What follows belongs to an exercise in optimizing a design on an open flow for small area, a short achievable clock period and few clock cycles; a production flow would make more cautious choices.
The RTL of this run was laid out without a check of its function.
Power is estimated from default activity; no workload was simulated.

==> design.v <==
`default_nettype none
package isp_pkg;
    localparam int BEATS_PER_PIC  = 192;
    localparam int PIX_PER_BEAT   = 16;
    localparam int PLANE_BEATS    = 64;
    localparam int WIN_SIZE       = 6;
    localparam int WIN_FIRST_ROW  = 13;
    localparam int WIN_FIRST_COL  = 13;
    localparam int EXPO_SHIFT     = 10;
    localparam int RESULT_LATENCY = 16;
    typedef logic [7:0]   pixel_t;
    typedef logic [127:0] beat_t;
    typedef logic [7:0]   beat_idx_t;
    typedef logic [1:0]   ratio_t;
    typedef logic [7:0]   result_t;
    typedef logic [13:0]  diff_sum_t;
endpackage
`default_nettype wire
`timescale 1ns/1ps
`default_nettype none
module isp_focus_contrast (
    input  logic       clk,
    input  logic       rst_n,
    input  logic       start,
    input  logic [7:0] t0,
    input  logic [7:0] t1,
    input  logic [7:0] t2,
    input  logic [7:0] n0,
    input  logic [7:0] u0,
    input  logic [7:0] u1,
    input  logic [7:0] u2,
    output logic       rot,
    output logic       done,
    output logic [1:0] res
);
    typedef enum logic [1:0] {
        PH_IDLE,
        PH_ROT,       
        PH_SETTLE,    
        PH_DIV        
    } phase_t;
    phase_t     phase;
    logic [1:0] pass;
    logic [3:0] e;            
    logic [3:0] cnt;
    logic       last_step;
    assign rot       = (phase == PH_ROT);
    assign last_step = (pass == 2'd2) && (e == 4'd9);
    always_ff @(posedge clk or negedge rst_n) begin
        if (!rst_n) begin
            phase <= PH_IDLE;
            done  <= 1'b0;
        end else begin
            done <= 1'b0;
            if (start) begin
                phase <= PH_ROT;
            end else begin
                case (phase)
                    PH_ROT:    if (last_step) phase <= PH_SETTLE;
                    PH_SETTLE: if (cnt == 4'd4) phase <= PH_DIV;
                    PH_DIV: begin
                        if (cnt == 4'd0) begin
                            phase <= PH_IDLE;
                            done  <= 1'b1;
                        end
                    end
                    default: ;
                endcase
            end
        end
    end
    logic [1:0] pass_n;
    logic [3:0] e_n;
    always_comb begin
        pass_n = pass;
        e_n    = e;
        if (start) begin
            pass_n = '0;
            e_n    = '0;
        end else if (rot) begin
            e_n = (e == 4'd11) ? 4'd0 : e + 4'd1;
            if (e == 4'd11) begin
                pass_n = pass + 2'd1;
            end
        end
    end
    always_ff @(posedge clk) begin
        pass <= pass_n;
        e    <= e_n;
        case (phase)
            PH_ROT:    cnt <= '0;
            PH_SETTLE: cnt <= (cnt == 4'd4) ? 4'd8 : cnt + 4'd1;
            PH_DIV:    cnt <= cnt - 4'd1;
            default:   cnt <= '0;
        endcase
    end
    logic [2:0] rn;
    logic       hn;
    logic       r14, r13, r23, r2, r04;
    logic       vd  [2];
    logic       c4d [2];
    logic       c2d [2];
    logic [1:0] sel;          
    logic       val [2];
    logic       c4  [2];
    logic       c2  [2];
    logic [7:0] opa [2];
    logic [7:0] opb [2];
    assign rn  = e_n[3:1];
    assign hn  = e_n[0];
    assign r14 = (rn >= 3'd1) && (rn <= 3'd4);
    assign r13 = (rn >= 3'd1) && (rn <= 3'd3);
    assign r23 = (rn == 3'd2) || (rn == 3'd3);
    assign r2  = (rn == 3'd2);
    assign r04 = (rn <= 3'd4);
    always_comb begin
        case (pass_n)
            2'd0: begin
                vd[0] = 1'b1;  c4d[0] = hn && r14;   c2d[0] = 1'b0;
                vd[1] = 1'b1;  c4d[1] = !hn && r14;  c2d[1] = 1'b0;
            end
            2'd1: begin
                vd[0] = r04;   c4d[0] = hn && r13;   c2d[0] = hn && r2;
                vd[1] = !hn;   c4d[1] = !hn && r14;  c2d[1] = !hn && r23;
            end
            default: begin
                vd[0] = r04;   c4d[0] = r13;         c2d[0] = 1'b0;
                vd[1] = r04;   c4d[1] = !hn && r13;  c2d[1] = !hn && r2;
            end
        endcase
    end
    always_ff @(posedge clk) begin
        sel <= {pass_n == 2'd2, pass_n == 2'd1};
        for (int j = 0; j < 2; j++) begin
            val[j] <= vd[j];
            c4[j]  <= c4d[j];
            c2[j]  <= c2d[j];
        end
    end
    always_comb begin
        opa[0] = sel[1] ? t1 : t0;
        opb[0] = sel[1] ? u1 : (sel[0] ? u0 : t1);
        opa[1] = t2;
        opb[1] = sel[1] ? u2 : (sel[0] ? n0 : t1);
    end
    logic [8:0] sd  [2];
    logic [7:0] dq  [2];
    logic       iq  [2];
    logic       q4m [2];
    logic       q2m [2];
    always_comb begin
        for (int j = 0; j < 2; j++) begin
            sd[j] = {1'b0, opa[j]} + {1'b0, ~opb[j]};
        end
    end
    always_ff @(posedge clk) begin
        for (int j = 0; j < 2; j++) begin
            dq[j]  <= (rot && val[j]) ? (sd[j][7:0] ^ {8{!sd[j][8]}}) : 8'd0;
            iq[j]  <= rot && val[j] && sd[j][8];
            q4m[j] <= c4[j];
            q2m[j] <= c2[j];
        end
    end
    logic [13:0] s6;
    logic [12:0] s4;          
    logic [9:0]  s2;
    logic [2:0]  k6, k4;      
    logic [1:0]  k2;          
    logic [13:0] a6x, a6y;
    logic [12:0] a4x, a4y;
    logic [9:0]  a2x;
    logic        a2i;
    logic [13:0] n6;
    logic [12:0] n4;
    logic [9:0]  n2;
    logic [2:0]  m6, m4;
    logic [1:0]  m2;
    logic [13:0] cs6, cc6;
    logic [12:0] cs4, cc4;
    logic [14:0] cy6;
    logic [13:0] cy4;
    logic [10:0] cy2;
    logic [13:0] b6;
    logic [12:0] b4;
    always_comb begin
        a6x = 14'(dq[0]);
        a6y = 14'(dq[1]);
        a4x = 13'(dq[0] & {8{q4m[0]}});
        a4y = 13'(dq[1] & {8{q4m[1]}});
        a2x = 10'((dq[0] & {8{q2m[0]}}) | (dq[1] & {8{q2m[1]}}));
        a2i = (iq[0] && q2m[0]) || (iq[1] && q2m[1]);
        for (int k = 0; k < 14; k++) begin
            cs6[k] = s6[k] ^ a6x[k] ^ a6y[k];
            cc6[k] = (s6[k] & a6x[k]) | (s6[k] & a6y[k]) | (a6x[k] & a6y[k]);
            b6[k]  = (k == 0) ? iq[0] : cc6[k == 0 ? 0 : k - 1];
        end
        cy6[0] = iq[1];
        for (int k = 0; k < 14; k++) begin
            n6[k]     = cs6[k] ^ b6[k] ^ cy6[k];
            cy6[k+1]  = (cs6[k] & b6[k]) | (cs6[k] & cy6[k]) | (b6[k] & cy6[k]);
            if (k == 3 || k == 7 || k == 11) begin
                m6[k/4]  = cy6[k+1];
                cy6[k+1] = k6[k/4];
            end
        end
        for (int k = 0; k < 13; k++) begin
            cs4[k] = s4[k] ^ a4x[k] ^ a4y[k];
            cc4[k] = (s4[k] & a4x[k]) | (s4[k] & a4y[k]) | (a4x[k] & a4y[k]);
            b4[k]  = (k == 0) ? (iq[0] && q4m[0]) : cc4[k == 0 ? 0 : k - 1];
        end
        cy4[0] = iq[1] && q4m[1];
        for (int k = 0; k < 13; k++) begin
            n4[k]     = cs4[k] ^ b4[k] ^ cy4[k];
            cy4[k+1]  = (cs4[k] & b4[k]) | (cs4[k] & cy4[k]) | (b4[k] & cy4[k]);
            if (k == 3 || k == 7 || k == 11) begin
                m4[k/4]  = cy4[k+1];
                cy4[k+1] = k4[k/4];
            end
        end
        cy2[0] = a2i;
        for (int k = 0; k < 10; k++) begin
            n2[k]    = s2[k] ^ a2x[k] ^ cy2[k];
            cy2[k+1] = (s2[k] & a2x[k]) | (s2[k] & cy2[k]) | (a2x[k] & cy2[k]);
            if (k == 3 || k == 7) begin
                m2[k/4]  = cy2[k+1];
                cy2[k+1] = k2[k/4];
            end
        end
    end
    always_ff @(posedge clk) begin
        if (start) begin
            s6 <= '0;
            s4 <= '0;
            s2 <= '0;
            k6 <= '0;
            k4 <= '0;
            k2 <= '0;
        end else begin
            s6 <= n6;
            s4 <= n4;
            s2 <= n2;
            k6 <= m6;
            k4 <= m4;
            k2 <= m2;
        end
    end
    logic [5:0] rem;           
    logic [6:0] rem2;
    logic       qb6, qb2, qb4;
    logic       eq26, gt26, eq46, gt46, eq24, gt24;
    assign qb2  = (cnt <= 4'd7) ? s2[cnt + 4'd2] : 1'b0;
    assign qb4  = s4[cnt + 4'd4];
    assign rem2 = {rem, s6[cnt]};
    assign qb6  = (rem2 >= 7'd36);
    always_ff @(posedge clk) begin
        if (phase != PH_DIV) begin
            rem  <= {1'b0, s6[13:9]};
        end else begin
            rem <= 6'(qb6 ? rem2 - 7'd36 : rem2);
        end
        if (phase == PH_SETTLE) begin
            eq26 <= 1'b1;
            gt26 <= 1'b0;
            eq46 <= 1'b1;
            gt46 <= 1'b0;
            eq24 <= 1'b1;
            gt24 <= 1'b0;
        end else if (phase == PH_DIV) begin
            if (eq26 && qb2 != qb6) begin
                eq26 <= 1'b0;
                gt26 <= qb2;
            end
            if (eq46 && qb4 != qb6) begin
                eq46 <= 1'b0;
                gt46 <= qb4;
            end
            if (eq24 && qb2 != qb4) begin
                eq24 <= 1'b0;
                gt24 <= qb2;
            end
        end
    end
    always_comb begin
        if ((eq24 || gt24) && (eq26 || gt26)) begin
            res = 2'd0;
        end else if (eq46 || gt46) begin
            res = 2'd1;
        end else begin
            res = 2'd2;
        end
    end
endmodule
`default_nettype wire
`timescale 1ns/1ps
`default_nettype none
module isp_exposure_acc (
    input  logic          clk,
    input  logic [127:0]  x,
    output logic [10:0]   sa,
    output logic [10:0]   sb
);
    logic s1;
    logic c2;
    logic s3;
    logic c4;
    logic s5;
    logic c6;
    logic s7;
    logic c8;
    logic s9;
    logic c10;
    logic s11;
    logic c12;
    logic s13;
    logic c14;
    logic s15;
    logic c16;
    logic s17;
    logic c18;
    logic s19;
    logic c20;
    logic s21;
    logic c22;
    logic s23;
    logic c24;
    logic s25;
    logic c26;
    logic s27;
    logic c28;
    logic s29;
    logic c30;
    logic s31;
    logic c32;
    logic s33;
    logic c34;
    logic s35;
    logic c36;
    logic s37;
    logic c38;
    logic s39;
    logic c40;
    logic s41;
    logic c42;
    logic s43;
    logic c44;
    logic s45;
    logic c46;
    logic s47;
    logic c48;
    logic s49;
    logic c50;
    logic s51;
    logic c52;
    logic s53;
    logic c54;
    logic s55;
    logic c56;
    logic s57;
    logic c58;
    logic s59;
    logic c60;
    logic s61;
    logic c62;
    logic s63;
    logic c64;
    logic s65;
    logic c66;
    logic s67;
    logic c68;
    logic s69;
    logic c70;
    logic s71;
    logic c72;
    logic s73;
    logic c74;
    logic s75;
    logic c76;
    logic s77;
    logic c78;
    logic s79;
    logic c80;
    logic s81;
    logic c82;
    logic s83;
    logic c84;
    logic s85;
    logic c86;
    logic s87;
    logic c88;
    logic s89;
    logic c90;
    logic s91;
    logic c92;
    logic s93;
    logic c94;
    logic s95;
    logic c96;
    logic s97;
    logic c98;
    logic s99;
    logic c100;
    logic s101;
    logic c102;
    logic s103;
    logic c104;
    logic s105;
    logic c106;
    logic s107;
    logic c108;
    logic s109;
    logic c110;
    logic s111;
    logic c112;
    logic s113;
    logic c114;
    logic s115;
    logic c116;
    logic s117;
    logic c118;
    logic s119;
    logic c120;
    logic s121;
    logic c122;
    logic s123;
    logic c124;
    logic s125;
    logic c126;
    logic s127;
    logic c128;
    logic q129;
    logic q130;
    logic q131;
    logic q132;
    logic q133;
    logic q134;
    logic q135;
    logic q136;
    logic q137;
    logic q138;
    logic q139;
    logic q140;
    logic q141;
    logic q142;
    logic q143;
    logic q144;
    logic q145;
    logic q146;
    logic q147;
    logic q148;
    logic q149;
    logic q150;
    logic q151;
    logic q152;
    logic q153;
    logic q154;
    logic q155;
    logic q156;
    logic q157;
    logic q158;
    logic q159;
    logic q160;
    logic q161;
    logic q162;
    logic q163;
    logic q164;
    logic q165;
    logic q166;
    logic q167;
    logic q168;
    logic q169;
    logic q170;
    logic q171;
    logic q172;
    logic q173;
    logic q174;
    logic q175;
    logic q176;
    logic q177;
    logic q178;
    logic q179;
    logic q180;
    logic q181;
    logic q182;
    logic q183;
    logic q184;
    logic q185;
    logic q186;
    logic q187;
    logic q188;
    logic q189;
    logic q190;
    logic q191;
    logic q192;
    logic s193;
    logic c194;
    logic s195;
    logic c196;
    logic s197;
    logic c198;
    logic s199;
    logic c200;
    logic s201;
    logic c202;
    logic s203;
    logic c204;
    logic s205;
    logic c206;
    logic s207;
    logic c208;
    logic s209;
    logic c210;
    logic s211;
    logic c212;
    logic s213;
    logic c214;
    logic s215;
    logic c216;
    logic s217;
    logic c218;
    logic s219;
    logic c220;
    logic s221;
    logic c222;
    logic s223;
    logic c224;
    logic s225;
    logic c226;
    logic s227;
    logic c228;
    logic s229;
    logic c230;
    logic s231;
    logic c232;
    logic s233;
    logic c234;
    logic s235;
    logic c236;
    logic s237;
    logic c238;
    logic s239;
    logic c240;
    logic s241;
    logic c242;
    logic s243;
    logic c244;
    logic s245;
    logic c246;
    logic s247;
    logic c248;
    logic s249;
    logic c250;
    logic s251;
    logic c252;
    logic s253;
    logic c254;
    logic s255;
    logic c256;
    logic s257;
    logic c258;
    logic s259;
    logic c260;
    logic s261;
    logic c262;
    logic s263;
    logic c264;
    logic s265;
    logic c266;
    logic s267;
    logic c268;
    logic s269;
    logic c270;
    logic s271;
    logic c272;
    logic s273;
    logic c274;
    logic s275;
    logic c276;
    logic s277;
    logic c278;
    logic s279;
    logic c280;
    logic s281;
    logic c282;
    assign s1 = x[0] ^ x[8] ^ x[16];
    assign c2 = (x[0] & x[8]) | (x[0] & x[16]) | (x[8] & x[16]);
    assign s3 = x[24] ^ x[32] ^ x[40];
    assign c4 = (x[24] & x[32]) | (x[24] & x[40]) | (x[32] & x[40]);
    assign s5 = x[48] ^ x[56] ^ x[64];
    assign c6 = (x[48] & x[56]) | (x[48] & x[64]) | (x[56] & x[64]);
    assign s7 = x[72] ^ x[80] ^ x[88];
    assign c8 = (x[72] & x[80]) | (x[72] & x[88]) | (x[80] & x[88]);
    assign s9 = x[96] ^ x[104] ^ x[112];
    assign c10 = (x[96] & x[104]) | (x[96] & x[112]) | (x[104] & x[112]);
    assign s11 = x[1] ^ x[9] ^ x[17];
    assign c12 = (x[1] & x[9]) | (x[1] & x[17]) | (x[9] & x[17]);
    assign s13 = x[25] ^ x[33] ^ x[41];
    assign c14 = (x[25] & x[33]) | (x[25] & x[41]) | (x[33] & x[41]);
    assign s15 = x[49] ^ x[57] ^ x[65];
    assign c16 = (x[49] & x[57]) | (x[49] & x[65]) | (x[57] & x[65]);
    assign s17 = x[73] ^ x[81] ^ x[89];
    assign c18 = (x[73] & x[81]) | (x[73] & x[89]) | (x[81] & x[89]);
    assign s19 = x[97] ^ x[105] ^ x[113];
    assign c20 = (x[97] & x[105]) | (x[97] & x[113]) | (x[105] & x[113]);
    assign s21 = x[2] ^ x[10] ^ x[18];
    assign c22 = (x[2] & x[10]) | (x[2] & x[18]) | (x[10] & x[18]);
    assign s23 = x[26] ^ x[34] ^ x[42];
    assign c24 = (x[26] & x[34]) | (x[26] & x[42]) | (x[34] & x[42]);
    assign s25 = x[50] ^ x[58] ^ x[66];
    assign c26 = (x[50] & x[58]) | (x[50] & x[66]) | (x[58] & x[66]);
    assign s27 = x[74] ^ x[82] ^ x[90];
    assign c28 = (x[74] & x[82]) | (x[74] & x[90]) | (x[82] & x[90]);
    assign s29 = x[98] ^ x[106] ^ x[114];
    assign c30 = (x[98] & x[106]) | (x[98] & x[114]) | (x[106] & x[114]);
    assign s31 = x[3] ^ x[11] ^ x[19];
    assign c32 = (x[3] & x[11]) | (x[3] & x[19]) | (x[11] & x[19]);
    assign s33 = x[27] ^ x[35] ^ x[43];
    assign c34 = (x[27] & x[35]) | (x[27] & x[43]) | (x[35] & x[43]);
    assign s35 = x[51] ^ x[59] ^ x[67];
    assign c36 = (x[51] & x[59]) | (x[51] & x[67]) | (x[59] & x[67]);
    assign s37 = x[75] ^ x[83] ^ x[91];
    assign c38 = (x[75] & x[83]) | (x[75] & x[91]) | (x[83] & x[91]);
    assign s39 = x[99] ^ x[107] ^ x[115];
    assign c40 = (x[99] & x[107]) | (x[99] & x[115]) | (x[107] & x[115]);
    assign s41 = x[4] ^ x[12] ^ x[20];
    assign c42 = (x[4] & x[12]) | (x[4] & x[20]) | (x[12] & x[20]);
    assign s43 = x[28] ^ x[36] ^ x[44];
    assign c44 = (x[28] & x[36]) | (x[28] & x[44]) | (x[36] & x[44]);
    assign s45 = x[52] ^ x[60] ^ x[68];
    assign c46 = (x[52] & x[60]) | (x[52] & x[68]) | (x[60] & x[68]);
    assign s47 = x[76] ^ x[84] ^ x[92];
    assign c48 = (x[76] & x[84]) | (x[76] & x[92]) | (x[84] & x[92]);
    assign s49 = x[100] ^ x[108] ^ x[116];
    assign c50 = (x[100] & x[108]) | (x[100] & x[116]) | (x[108] & x[116]);
    assign s51 = x[5] ^ x[13] ^ x[21];
    assign c52 = (x[5] & x[13]) | (x[5] & x[21]) | (x[13] & x[21]);
    assign s53 = x[29] ^ x[37] ^ x[45];
    assign c54 = (x[29] & x[37]) | (x[29] & x[45]) | (x[37] & x[45]);
    assign s55 = x[53] ^ x[61] ^ x[69];
    assign c56 = (x[53] & x[61]) | (x[53] & x[69]) | (x[61] & x[69]);
    assign s57 = x[77] ^ x[85] ^ x[93];
    assign c58 = (x[77] & x[85]) | (x[77] & x[93]) | (x[85] & x[93]);
    assign s59 = x[101] ^ x[109] ^ x[117];
    assign c60 = (x[101] & x[109]) | (x[101] & x[117]) | (x[109] & x[117]);
    assign s61 = x[6] ^ x[14] ^ x[22];
    assign c62 = (x[6] & x[14]) | (x[6] & x[22]) | (x[14] & x[22]);
    assign s63 = x[30] ^ x[38] ^ x[46];
    assign c64 = (x[30] & x[38]) | (x[30] & x[46]) | (x[38] & x[46]);
    assign s65 = x[54] ^ x[62] ^ x[70];
    assign c66 = (x[54] & x[62]) | (x[54] & x[70]) | (x[62] & x[70]);
    assign s67 = x[78] ^ x[86] ^ x[94];
    assign c68 = (x[78] & x[86]) | (x[78] & x[94]) | (x[86] & x[94]);
    assign s69 = x[102] ^ x[110] ^ x[118];
    assign c70 = (x[102] & x[110]) | (x[102] & x[118]) | (x[110] & x[118]);
    assign s71 = x[7] ^ x[15] ^ x[23];
    assign c72 = (x[7] & x[15]) | (x[7] & x[23]) | (x[15] & x[23]);
    assign s73 = x[31] ^ x[39] ^ x[47];
    assign c74 = (x[31] & x[39]) | (x[31] & x[47]) | (x[39] & x[47]);
    assign s75 = x[55] ^ x[63] ^ x[71];
    assign c76 = (x[55] & x[63]) | (x[55] & x[71]) | (x[63] & x[71]);
    assign s77 = x[79] ^ x[87] ^ x[95];
    assign c78 = (x[79] & x[87]) | (x[79] & x[95]) | (x[87] & x[95]);
    assign s79 = x[103] ^ x[111] ^ x[119];
    assign c80 = (x[103] & x[111]) | (x[103] & x[119]) | (x[111] & x[119]);
    assign s81 = s1 ^ s3 ^ s5;
    assign c82 = (s1 & s3) | (s1 & s5) | (s3 & s5);
    assign s83 = s7 ^ s9 ^ x[120];
    assign c84 = (s7 & s9) | (s7 & x[120]) | (s9 & x[120]);
    assign s85 = s11 ^ s13 ^ s15;
    assign c86 = (s11 & s13) | (s11 & s15) | (s13 & s15);
    assign s87 = s17 ^ s19 ^ x[121];
    assign c88 = (s17 & s19) | (s17 & x[121]) | (s19 & x[121]);
    assign s89 = c2 ^ c4 ^ c6;
    assign c90 = (c2 & c4) | (c2 & c6) | (c4 & c6);
    assign s91 = s21 ^ s23 ^ s25;
    assign c92 = (s21 & s23) | (s21 & s25) | (s23 & s25);
    assign s93 = s27 ^ s29 ^ x[122];
    assign c94 = (s27 & s29) | (s27 & x[122]) | (s29 & x[122]);
    assign s95 = c12 ^ c14 ^ c16;
    assign c96 = (c12 & c14) | (c12 & c16) | (c14 & c16);
    assign s97 = s31 ^ s33 ^ s35;
    assign c98 = (s31 & s33) | (s31 & s35) | (s33 & s35);
    assign s99 = s37 ^ s39 ^ x[123];
    assign c100 = (s37 & s39) | (s37 & x[123]) | (s39 & x[123]);
    assign s101 = c22 ^ c24 ^ c26;
    assign c102 = (c22 & c24) | (c22 & c26) | (c24 & c26);
    assign s103 = s41 ^ s43 ^ s45;
    assign c104 = (s41 & s43) | (s41 & s45) | (s43 & s45);
    assign s105 = s47 ^ s49 ^ x[124];
    assign c106 = (s47 & s49) | (s47 & x[124]) | (s49 & x[124]);
    assign s107 = c32 ^ c34 ^ c36;
    assign c108 = (c32 & c34) | (c32 & c36) | (c34 & c36);
    assign s109 = s51 ^ s53 ^ s55;
    assign c110 = (s51 & s53) | (s51 & s55) | (s53 & s55);
    assign s111 = s57 ^ s59 ^ x[125];
    assign c112 = (s57 & s59) | (s57 & x[125]) | (s59 & x[125]);
    assign s113 = c42 ^ c44 ^ c46;
    assign c114 = (c42 & c44) | (c42 & c46) | (c44 & c46);
    assign s115 = s61 ^ s63 ^ s65;
    assign c116 = (s61 & s63) | (s61 & s65) | (s63 & s65);
    assign s117 = s67 ^ s69 ^ x[126];
    assign c118 = (s67 & s69) | (s67 & x[126]) | (s69 & x[126]);
    assign s119 = c52 ^ c54 ^ c56;
    assign c120 = (c52 & c54) | (c52 & c56) | (c54 & c56);
    assign s121 = s71 ^ s73 ^ s75;
    assign c122 = (s71 & s73) | (s71 & s75) | (s73 & s75);
    assign s123 = s77 ^ s79 ^ x[127];
    assign c124 = (s77 & s79) | (s77 & x[127]) | (s79 & x[127]);
    assign s125 = c62 ^ c64 ^ c66;
    assign c126 = (c62 & c64) | (c62 & c66) | (c64 & c66);
    assign s127 = c72 ^ c74 ^ c76;
    assign c128 = (c72 & c74) | (c72 & c76) | (c74 & c76);
    assign s193 = q131 ^ q132 ^ q133;
    assign c194 = (q131 & q132) | (q131 & q133) | (q132 & q133);
    assign s195 = q134 ^ q135 ^ q136;
    assign c196 = (q134 & q135) | (q134 & q136) | (q135 & q136);
    assign s197 = q138 ^ q139 ^ q140;
    assign c198 = (q138 & q139) | (q138 & q140) | (q139 & q140);
    assign s199 = q141 ^ q142 ^ q143;
    assign c200 = (q141 & q142) | (q141 & q143) | (q142 & q143);
    assign s201 = q146 ^ q147 ^ q148;
    assign c202 = (q146 & q147) | (q146 & q148) | (q147 & q148);
    assign s203 = q149 ^ q150 ^ q151;
    assign c204 = (q149 & q150) | (q149 & q151) | (q150 & q151);
    assign s205 = q154 ^ q155 ^ q156;
    assign c206 = (q154 & q155) | (q154 & q156) | (q155 & q156);
    assign s207 = q157 ^ q158 ^ q159;
    assign c208 = (q157 & q158) | (q157 & q159) | (q158 & q159);
    assign s209 = q162 ^ q163 ^ q164;
    assign c210 = (q162 & q163) | (q162 & q164) | (q163 & q164);
    assign s211 = q165 ^ q166 ^ q167;
    assign c212 = (q165 & q166) | (q165 & q167) | (q166 & q167);
    assign s213 = q170 ^ q171 ^ q172;
    assign c214 = (q170 & q171) | (q170 & q172) | (q171 & q172);
    assign s215 = q173 ^ q174 ^ q175;
    assign c216 = (q173 & q174) | (q173 & q175) | (q174 & q175);
    assign s217 = q178 ^ q179 ^ q180;
    assign c218 = (q178 & q179) | (q178 & q180) | (q179 & q180);
    assign s219 = q181 ^ q182 ^ q183;
    assign c220 = (q181 & q182) | (q181 & q183) | (q182 & q183);
    assign s221 = q186 ^ q187 ^ q188;
    assign c222 = (q186 & q187) | (q186 & q188) | (q187 & q188);
    assign s223 = q189 ^ q190 ^ q191;
    assign c224 = (q189 & q190) | (q189 & q191) | (q190 & q191);
    assign s225 = s193 ^ s195 ^ q137;
    assign c226 = (s193 & s195) | (s193 & q137) | (s195 & q137);
    assign s227 = s197 ^ s199 ^ q144;
    assign c228 = (s197 & s199) | (s197 & q144) | (s199 & q144);
    assign s229 = q145 ^ c194 ^ c196;
    assign c230 = (q145 & c194) | (q145 & c196) | (c194 & c196);
    assign s231 = s201 ^ s203 ^ q152;
    assign c232 = (s201 & s203) | (s201 & q152) | (s203 & q152);
    assign s233 = q153 ^ c198 ^ c200;
    assign c234 = (q153 & c198) | (q153 & c200) | (c198 & c200);
    assign s235 = s205 ^ s207 ^ q160;
    assign c236 = (s205 & s207) | (s205 & q160) | (s207 & q160);
    assign s237 = q161 ^ c202 ^ c204;
    assign c238 = (q161 & c202) | (q161 & c204) | (c202 & c204);
    assign s239 = s209 ^ s211 ^ q168;
    assign c240 = (s209 & s211) | (s209 & q168) | (s211 & q168);
    assign s241 = q169 ^ c206 ^ c208;
    assign c242 = (q169 & c206) | (q169 & c208) | (c206 & c208);
    assign s243 = s213 ^ s215 ^ q176;
    assign c244 = (s213 & s215) | (s213 & q176) | (s215 & q176);
    assign s245 = q177 ^ c210 ^ c212;
    assign c246 = (q177 & c210) | (q177 & c212) | (c210 & c212);
    assign s247 = s217 ^ s219 ^ q184;
    assign c248 = (s217 & s219) | (s217 & q184) | (s219 & q184);
    assign s249 = q185 ^ c214 ^ c216;
    assign c250 = (q185 & c214) | (q185 & c216) | (c214 & c216);
    assign s251 = s221 ^ s223 ^ c218;
    assign c252 = (s221 & s223) | (s221 & c218) | (s223 & c218);
    assign s253 = q192 ^ c222 ^ c224;
    assign c254 = (q192 & c222) | (q192 & c224) | (c222 & c224);
    assign s255 = s227 ^ s229 ^ c226;
    assign c256 = (s227 & s229) | (s227 & c226) | (s229 & c226);
    assign s257 = s231 ^ s233 ^ c228;
    assign c258 = (s231 & s233) | (s231 & c228) | (s233 & c228);
    assign s259 = s235 ^ s237 ^ c232;
    assign c260 = (s235 & s237) | (s235 & c232) | (s237 & c232);
    assign s261 = s239 ^ s241 ^ c236;
    assign c262 = (s239 & s241) | (s239 & c236) | (s241 & c236);
    assign s263 = s243 ^ s245 ^ c240;
    assign c264 = (s243 & s245) | (s243 & c240) | (s245 & c240);
    assign s265 = s247 ^ s249 ^ c244;
    assign c266 = (s247 & s249) | (s247 & c244) | (s249 & c244);
    assign s267 = s251 ^ c220 ^ c248;
    assign c268 = (s251 & c220) | (s251 & c248) | (c220 & c248);
    assign s269 = s257 ^ c230 ^ c256;
    assign c270 = (s257 & c230) | (s257 & c256) | (c230 & c256);
    assign s271 = s259 ^ c234 ^ c258;
    assign c272 = (s259 & c234) | (s259 & c258) | (c234 & c258);
    assign s273 = s261 ^ c238 ^ c260;
    assign c274 = (s261 & c238) | (s261 & c260) | (c238 & c260);
    assign s275 = s263 ^ c242 ^ c262;
    assign c276 = (s263 & c242) | (s263 & c262) | (c242 & c262);
    assign s277 = s265 ^ c246 ^ c264;
    assign c278 = (s265 & c246) | (s265 & c264) | (c246 & c264);
    assign s279 = s267 ^ c250 ^ c266;
    assign c280 = (s267 & c250) | (s267 & c266) | (c250 & c266);
    assign s281 = s253 ^ c252 ^ c268;
    assign c282 = (s253 & c252) | (s253 & c268) | (c252 & c268);
    always_ff @(posedge clk) begin
        q129 <= s81;
        q130 <= s83;
        q131 <= s85;
        q132 <= s87;
        q133 <= s89;
        q134 <= c8;
        q135 <= c10;
        q136 <= c82;
        q137 <= c84;
        q138 <= s91;
        q139 <= s93;
        q140 <= s95;
        q141 <= c18;
        q142 <= c20;
        q143 <= c86;
        q144 <= c88;
        q145 <= c90;
        q146 <= s97;
        q147 <= s99;
        q148 <= s101;
        q149 <= c28;
        q150 <= c30;
        q151 <= c92;
        q152 <= c94;
        q153 <= c96;
        q154 <= s103;
        q155 <= s105;
        q156 <= s107;
        q157 <= c38;
        q158 <= c40;
        q159 <= c98;
        q160 <= c100;
        q161 <= c102;
        q162 <= s109;
        q163 <= s111;
        q164 <= s113;
        q165 <= c48;
        q166 <= c50;
        q167 <= c104;
        q168 <= c106;
        q169 <= c108;
        q170 <= s115;
        q171 <= s117;
        q172 <= s119;
        q173 <= c58;
        q174 <= c60;
        q175 <= c110;
        q176 <= c112;
        q177 <= c114;
        q178 <= s121;
        q179 <= s123;
        q180 <= s125;
        q181 <= c68;
        q182 <= c70;
        q183 <= c116;
        q184 <= c118;
        q185 <= c120;
        q186 <= s127;
        q187 <= c78;
        q188 <= c80;
        q189 <= c122;
        q190 <= c124;
        q191 <= c126;
        q192 <= c128;
        sa <= {c254, s281, s279, s277, s275, s273, s271, s269, s255, s225, q129};
        sb <= {c282, c280, c278, c276, c274, c272, c270, 1'b1, 1'b1, 1'b1, q130};
    end
endmodule
`default_nettype wire
`timescale 1ns/1ps
`default_nettype none
module isp_top (
    input  logic             clk,
    input  logic             rst_n,
    input  logic             in_valid,
    input  logic             in_mode,
    input  isp_pkg::ratio_t  in_ratio_mode,
    input  logic             pix_valid,
    input  isp_pkg::beat_t   pix_data,
    output logic             busy,
    output logic             out_valid,
    output isp_pkg::result_t out_data
);
    logic [7:0] bcnt;       
    logic       mode_q;
    logic [1:0] ratio_q;
    logic       busy_q;
    logic       rmode;      
    logic [1:0] rratio;
    logic       last0;
    assign last0 = pix_valid && (bcnt == 8'd191);
    always_ff @(posedge clk) begin
        busy_q <= rst_n && (in_valid || (busy_q && !last0));
    end
    always_ff @(posedge clk) begin
        if (in_valid) begin
            bcnt    <= '0;
            mode_q  <= in_mode;
            ratio_q <= in_ratio_mode;
        end else if (pix_valid) begin
            bcnt <= last0 ? 8'd0 : bcnt + 8'd1;
        end
        if (last0) begin
            rmode  <= mode_q;
            rratio <= ratio_q;
        end
    end
    assign busy = busy_q;
    logic red0, green0, blue0, wrow0;
    assign red0   = (bcnt[7:6] == 2'd0);
    assign green0 = (bcnt[7:6] == 2'd1);
    assign blue0  = (bcnt[7:6] == 2'd2);
    assign wrow0  = (bcnt[5:0] >= 6'd26) && (bcnt[5:0] <= 6'd37);
    logic       sat;
    logic [3:0] colmask0;
    logic [7:0] bcnt_n;
    logic [1:0] ratio_n;
    logic       mode_n;
    logic [3:0] thr_n;
    logic [127:0] xbits;
    assign bcnt_n  = in_valid ? 8'd0 : (pix_valid ? (last0 ? 8'd0 : bcnt + 8'd1) : bcnt);
    assign ratio_n = in_valid ? in_ratio_mode : ratio_q;
    assign mode_n  = in_valid ? in_mode : mode_q;
    assign thr_n   = (bcnt_n[7:6] == 2'd1) ? 4'(3 - ratio_n) : 4'(4 - ratio_n);
    always_ff @(posedge clk) begin
        sat <= mode_n && (ratio_n == 2'd3);
        for (int j = 0; j < 4; j++) begin
            colmask0[j] <= (4'(j) >= thr_n);
        end
    end
    always_comb begin
        for (int i = 0; i < 16; i++) begin
            for (int j = 0; j < 7; j++) begin
                xbits[8*i + j] = (j >= 4 || colmask0[j % 4]) && (pix_data[8*i + j] || (sat && pix_data[8*i + 7]));
            end
            xbits[8*i + 7] = !sat && pix_data[8*i + 7];
        end
    end
    logic [10:0] sa, sb, sa_n, sb_n;
    isp_exposure_acc i_tree (
        .clk (clk),
        .x   (~xbits),
        .sa  (sa_n),
        .sb  (sb_n)
    );
    assign sa = ~sa_n;
    assign sb = ~sb_n;
    logic        v1, v2, e3;
    logic        first1, first2, last1, last2, g1, sf2, sh2;
    logic [18:0] acc;     
    logic [10:0] acc_lo;
    logic [7:0]  acc_hi;
    logic [1:0]  acc_k;
    always_ff @(posedge clk or negedge rst_n) begin
        if (!rst_n) begin
            v1    <= 1'b0;
            v2    <= 1'b0;
            e3    <= 1'b0;
        end else begin
            v1    <= pix_valid;
            v2    <= v1;
            e3    <= v2 && last2;
        end
    end
    always_ff @(posedge clk) begin
        last1 <= last0;
        last2 <= last1;
    end
    always_ff @(posedge clk) begin
        first1 <= pix_valid && (bcnt == 8'd0);
        first2 <= first1;
        g1     <= green0;
        sf2    <= v1 && g1;
        sh2    <= v1 && !g1;
        {acc_k, acc_lo} <= 13'(first2 ? 11'd0 : acc_lo)
                         + (13'(sa & {11{sf2}}) | 13'(sa[10:1] & {10{sh2}}))
                         + (13'(sb & {11{sf2}}) | 13'(sb[10:1] & {10{sh2}}));
        acc_hi <= first2 ? 8'd0 : acc_hi + 8'(acc_k);
    end
    assign acc = {acc_hi + 8'(acc_k), acc_lo};
    logic [7:0] expo_res;
    always_comb begin
        case (rratio)
            2'd0:    expo_res = {2'b0, acc[18:13]};
            2'd1:    expo_res = {1'b0, acc[18:12]};
            2'd2:    expo_res = acc[18:11];
            default: expo_res = acc[17:10];
        endcase
    end
    logic       wv1, wred1, wend1;
    logic [6:0] wp1 [3];
    always_ff @(posedge clk or negedge rst_n) begin
        if (!rst_n) begin
            wv1    <= 1'b0;
        end else begin
            wv1    <= pix_valid && !mode_q && wrow0;
        end
    end
    always_ff @(posedge clk) begin
        wred1 <= red0;
        wend1 <= blue0 && (bcnt[5:0] == 6'd37);
        for (int j = 0; j < 3; j++) begin
            if (bcnt[0]) begin
                wp1[j] <= green0 ? pix_data[8*j + 1 +: 7] : {1'b0, pix_data[8*j + 2 +: 6]};
            end else begin
                wp1[j] <= green0 ? pix_data[8*(13 + j) + 1 +: 7] : {1'b0, pix_data[8*(13 + j) + 2 +: 6]};
            end
        end
    end
    logic [7:0] ch [3][12];
    logic       pact;         
    logic       chain_en;
    assign chain_en = wv1 || pact;
    always_ff @(posedge clk) begin
        if (chain_en) begin
            for (int j = 0; j < 3; j++) begin
                ch[j][0] <= (wred1 && wv1 ? 8'd0 : ch[j][11]) + (wv1 ? 8'(wp1[j]) : 8'd0);
                for (int k = 1; k < 12; k++) begin
                    ch[j][k] <= ch[j][k-1];
                end
            end
        end
    end
    logic       fdone_p;
    logic [1:0] fres;
    isp_focus_contrast i_contrast (
        .clk   (clk),
        .rst_n (rst_n),
        .start (wv1 && wend1),
        .t0    (ch[0][11]),
        .t1    (ch[1][11]),
        .t2    (ch[2][11]),
        .n0    (ch[0][10]),
        .u0    (ch[0][9]),
        .u1    (ch[1][9]),
        .u2    (ch[2][9]),
        .rot   (pact),
        .done  (fdone_p),
        .res   (fres)
    );
    logic pend, fire, fdone;
    assign fire = (e3 || pend) && (rmode || fdone);
    always_ff @(posedge clk or negedge rst_n) begin
        if (!rst_n) begin
            pend  <= 1'b0;
            fdone <= 1'b0;
        end else begin
            pend  <= !fire && (pend || e3);
            fdone <= !fire && (fdone || fdone_p);
        end
    end
    always_ff @(posedge clk) begin
        out_valid <= fire;
        out_data  <= fire ? (rmode ? expo_res : {6'd0, fres}) : 8'd0;
    end
endmodule
`default_nettype wire
==> flow/run.sh <==
#!/bin/bash
# The standard layout (standard.sh), with plain buffers (buf_1) on the
# ports instead of the delay buffers buffer_ports picks by default, and
# timing repair aimed at a setup slack of 5.35 ns.
set -euo pipefail
mkdir -p logs
export BUFFER_PORTS_ARGS="-buffer_cell sky130_fd_sc_hd__buf_1"
bash standard.sh SETUP_SLACK_MARGIN=5.35 finish > logs/standard.log 2>&1
==> standard.sh <==
#!/bin/bash
# synth_recipe.tcl (not shown) runs the flow's synth.tcl, then flattens the netlist and writes it again
# the make line also repeats each setting of config.mk as NAME=value (left out here)
make -C /OpenROAD-flow-scripts/flow DESIGN_CONFIG=/design/flow/config.mk WORK_HOME=/design/flow/orfs CLKGATE_MAP_FILE= SYNTH_SCRIPT=/design/flow/synth_recipe.tcl "${@:-finish}"
==> config.mk <==
export PLATFORM = sky130hd
export DESIGN_NAME = isp_top
export DESIGN_NICKNAME = isp_top
export VERILOG_FILES = /design/flow/design.v
export SDC_FILE = /design/flow/constraint.sdc
export NUM_CORES = 4
export LEC_CHECK = 0
export ABC_AREA = 1
export CAP_MARGIN = 20
export CORE_MARGIN = 2
export CORE_UTILIZATION = 60
export CTS_BUF_LIST = sky130_fd_sc_hd__clkbuf_16 sky130_fd_sc_hd__clkbuf_8
export CTS_CLUSTER_DIAMETER = 100
export CTS_CLUSTER_SIZE = 25
export SETUP_SLACK_MARGIN = 5
export SLEW_MARGIN = 20
==> constraint.sdc <==
create_clock -name core_clock -period 8.0 [get_ports {clk}]
set_input_delay 1.6000 -clock core_clock [delete_from_list [all_inputs] [get_ports {clk}]]
set_output_delay 1.6000 -clock core_clock [all_outputs]
set_load 0.01 [all_outputs]
==> summary.txt <==
repair_timing:
item                                   4_1_cts  5_1_grt
endpoints found under the hold margin        0        0
gates resized for setup                     84       93
setup endpoints to repair                  311      167
buffers inserted                            12       36
cloned                                       3        2
pin swaps                                    9       32
through the flow:
step	instances	utilization, %
floorplan	2288	-
global placement	2927	65.70
detailed placement	2927	65.70
CTS	2989	68.35
global route	3027	70.00
finish	3027	70.00
report_power, final:
part / internal [mW] / switching, mW / total [mW] / leakage [nW]
combinational: 0.862 / 1.03 / 1.89 / 6.58
sequential: 3.22 / 0.138 / 3.36 / 4.86
clock: 0.605 / 0.877 / 1.48 / 0.438
total: 4.69 / 2.04 / 6.73 / 11.9
synthesized netlist by cell type (all sizes together), types with 2 or more instances:
master    n
inv     391
nand2   376
edfxtp  291
dfxtp   257
nor2    230
fa      167
o21ai   110
a21oi    87
ha       79
nand3    70
clkbuf   35
o22ai    35
xor2     31
or2      23
xnor2    19
nand4    13
nor3     13
dfrtp     9
o211ai    8
a22o      7
buf       7
a31oi     5
clkinv    5
nor4      3
a211oi    2
a21boi    2
a21o      2
mux2i     2
o31ai     2
o32ai     2
state kept, by name, indices dropped and copies added, names as in the netlist, 6 cells and up:
register        flops
i_tree.sa          11
acc_lo             11
i_tree.sb           8
wp1                21
out_data            8
i_contrast.s2      10
acc_hi              8
i_contrast.s6      14
i_contrast.s4      13
ch                288
i_contrast.dq      16
i_contrast.rem      6
bcnt                8
final cells by class:
cell class | instances | area (um2) | area share [%]
inverter | 396 | 1649 | 5.743
clock inverter | 21 | 107.6 | 0.3747
tap | 532 | 665.6 | 2.318
clock buffer | 26 | 650.6 | 2.266
multi-input combinational | 1295 | 10330 | 35.96
timing repair inverter | 3 | 17.52 | 0.06100
sequential | 557 | 14160 | 49.31
timing repair buffer | 197 | 1139 | 3.965
logic make-up (layout without fill, tap and decap cells):
logic type                 count (synthesis)  count (layout)  share of synthesized area, %
and+or+nand+nor                          729             731                         11.98
DFF                                      557             557                         56.33
buffers and inverters                    438             643                         6.650
AOI/OAI and AO/OA                        266             266                         5.910
adders and majority gates                246             246                         17.30
xor gates and xnor gates                  50              50                         1.749
muxes                                      2               2                       0.07994
layer usage:
| layer | global-route usage [%] | up-vias | wire length (um) |
|---|---|---|---|
| met5 | 0 | - | 0 |
| met4 | 5.135 | 0 | 1186 |
| met3 | 2.913 | 62 | 2249 |
| met2 | 42.07 | 356 | 26240 |
| met1 | 34.86 | 7785 | 24250 |
| li1 | - | 7687 | - |
final timing paths:
check | start | to | slack, ns | depth (start not counted)
max | pix_data[55] | i_tree.q138 | 5.31 | 8
min | i_contrast.c4[1] | i_contrast.q4m[1] | 0.32 | 0
max reg2reg | i_contrast.q4m[1] | i_contrast.s4[3] | 5.33 | 11
min reg2reg | i_contrast.c4[1] | i_contrast.q4m[1] | 0.32 | 0
max in group asynchronous | rst_n | wv1 | 6.36 | 1
min in group asynchronous | rst_n | wv1 | 1.06 | 1
==> impl.org <==
** Layout
- Layout Nets :: 2857
- Diodes inserted :: 0
- Synth-to-layout area growth :: 14.65%
- Fraction of layout instances using a drive strength above 1 :: 15.55%
- The library cell used most frequently in the layout, excluding fill and tap cells, is inv_1.
- The finished cells cover 28710 um2.
- The library cells used most frequently in the layout, excluding fill and tap cells, are inv_1 (368), nand2_1 (354), edfxtp_1 (291), dfxtp_1 (236), nor2_1 (192).
- Layout filler cell count :: 2980

** Timing
- For the final database, setup skew stands at 0.03145 ns.
- Setup total negative slack on the finished layout was measured at 0 ns.
- Worst Hold Slack :: 0.3192 ns
- Setup violations remaining at the end of the flow were counted as 0.
- Headroom to the max-slew limit came out at 40.43%.
- The final critical path takes up 33.68% of the cycle.
- The clock period could shrink to 2.694 ns.
- The final count of pins violating max slew was 0.
- The number of endpoints with negative hold slack in the final report was 0.
- After layout, the worst setup slack is 5.306 ns.
- Slew at the pin closest to its max-slew limit :: 0.8936 ns
- Timing would allow up to 371.2 MHz.
- Setup repair after global routing could not meet its margin everywhere.

** Worst setup path
- Maximum fanout along the worst path :: 7
- For this run, the slowest stage of the critical path takes 0.56 ns.
- The slowest stage of the critical path is the fa_2 cell.
- Kind of cell with the highest combined delay on the critical path :: adder cells
- Critical Path, Cell by Cell :: buf_2 -> nand2_8 -> clkinv_8 -> nor2_2 -> nor2_1 -> fa_2 -> inv_1 -> fa_2
- Crit. End Element :: register
- The critical path contains buffers and inverters numbering 3 combined.
- Critical Path Start Type :: input port
- At the worst endpoint, the arrival time is 3.24 ns.
- Critical path required time :: 8.55 ns
- Critical Path Most Common Cell :: fa_2
- Category of the critical setup timing path :: in2reg

** Clocking
- TritonCTS clock tree :: built
- H-tree depth :: 1
- Root Buffer :: clkbuf_16
- At the later pin of the worst-skew pair, clock insertion delay measures 0.60 ns.
- Clock buffer count from CTS :: 26
- Clk sinks :: 557
- The longest clock path from root to sink contains 3 buffers.
- Number of hold-repair buffers added at the cts stage :: 0
- Post-CTS clock slew at the launch and capture registers of the worst setup and hold paths :: 0.11 ns

** Synthesis
- Top_reg_cell synth :: edfxtp_1
- Total of flip-flops plus latches after synthesis :: 557
- During synthesis, Yosys emitted a total of 20 warnings.
- By area the synthesized netlist is led by edfxtp_1 (35%), dfxtp_1 (21%), fa_1 (13%).
- Number of enable-type register cells in the synthesized netlist :: 291
- In this run the cell area of the synthesized design comes to 25040 um2.
- Share of async-settable or async-resettable flops after synthesis :: 1.616%
- Synth top area share :: 34.89%
- The synthesized design spends more area on one cell type than any other, namely edfxtp_1.
- Count of unique library cells instantiated by Yosys :: 51
- Gate count of the mapped netlist :: 2288
- Share of the yosys chip area belonging to registers :: 56.33%
- After synthesis, the mean cell area works out to 10.95 um2.
- The number of nets handed over by synthesis was 2669.

** Die
- Effective utilization at floorplan :: 61.06%
- IO Count :: 145
- Area inside the core boundary :: 41020 um2
- Height of the chip :: 208.3 um
- Number of placement rows :: 74
- The die covers 43390 um2.
- Die extent in x :: 208.3 um

** Drt
- DRC violation count after routing :: 0
- Wire length after detailed routing :: 53920 um
- In this run the remaining antenna-violating nets after routing total 0.
- The routed layout has 15890 vias.
- In the final routed layout, each cell accounts on average for 17.81 um.
- For this run, the detailed router's first-pass iteration total came to 5.
- Using the TritonRoute via totals, the vias-per-cell ratio works out to 5.249.
- In this run, the number of DRC markers left after iteration 0 of detailed routing was 1186.

** Global route
- First-pass GRT wire length :: 82980 um
- Entering global routing, the biggest net connects 113 pins.
- Total global-route track usage :: 24.79%
- Number of global-route vias before repair :: 15767
- The total overflow left after global routing is 0.
- The initial antenna violation count is 1.

** Worst hold path
- The path class of the tightest hold or removal check is reg2reg.

** Power and ir drop
- Ratio of total power to cell area :: 234.4 nW/um2
- Worst-case vdd ir drop :: 0.2640 mV
- Leakage power figure :: 11.88 nW
- Total power after layout :: 6.730 mW

** Place
- Port buffering added 144 buffers.
- At the end of routability-driven placement, the weighted congestion stood at 0.9162.
- Placed wire-length estimate after detailed placement :: 39720 um
- Setup WS pre-CTS :: 4.459 ns
- The placed instances occupy a cell area of 26950 um2.

** Status
- The flow ran to the end and the layout has no timing, DRC or antenna violations.

** Job
- Across the run, the number of max-cap violations was 0.

-- re-timing with driven ports --
Ports are ideal in the flow. The routed layout listed here was re-timed in OpenROAD.
Step 1: set_driving_cell puts a clkbuf_16 on clk and a buf_2 on each other input, an assumption about the parent block.
Step 2 times the ports against the registers' clock, not the clock port: input delays grow and output delays shrink by t, the midpoint of the rising clock arrivals with the driver on.
a / b / c = no drivers / after step 1 / after step 2; a / b = the first two.
t, ns: 0.636
setup slack, ns: 5.306 / 5.301 / 4.700
clock arrival spread, ns: 0.033 / 0.034
slew at the worst register clock pin (ns): 0.11 / 0.11
pins driven straight from the clock port: 1
After both steps setup and hold are still met in this run. For this run, drivers alone change the setup slack by -0.005 ns; drivers and shift together by -0.606 ns.
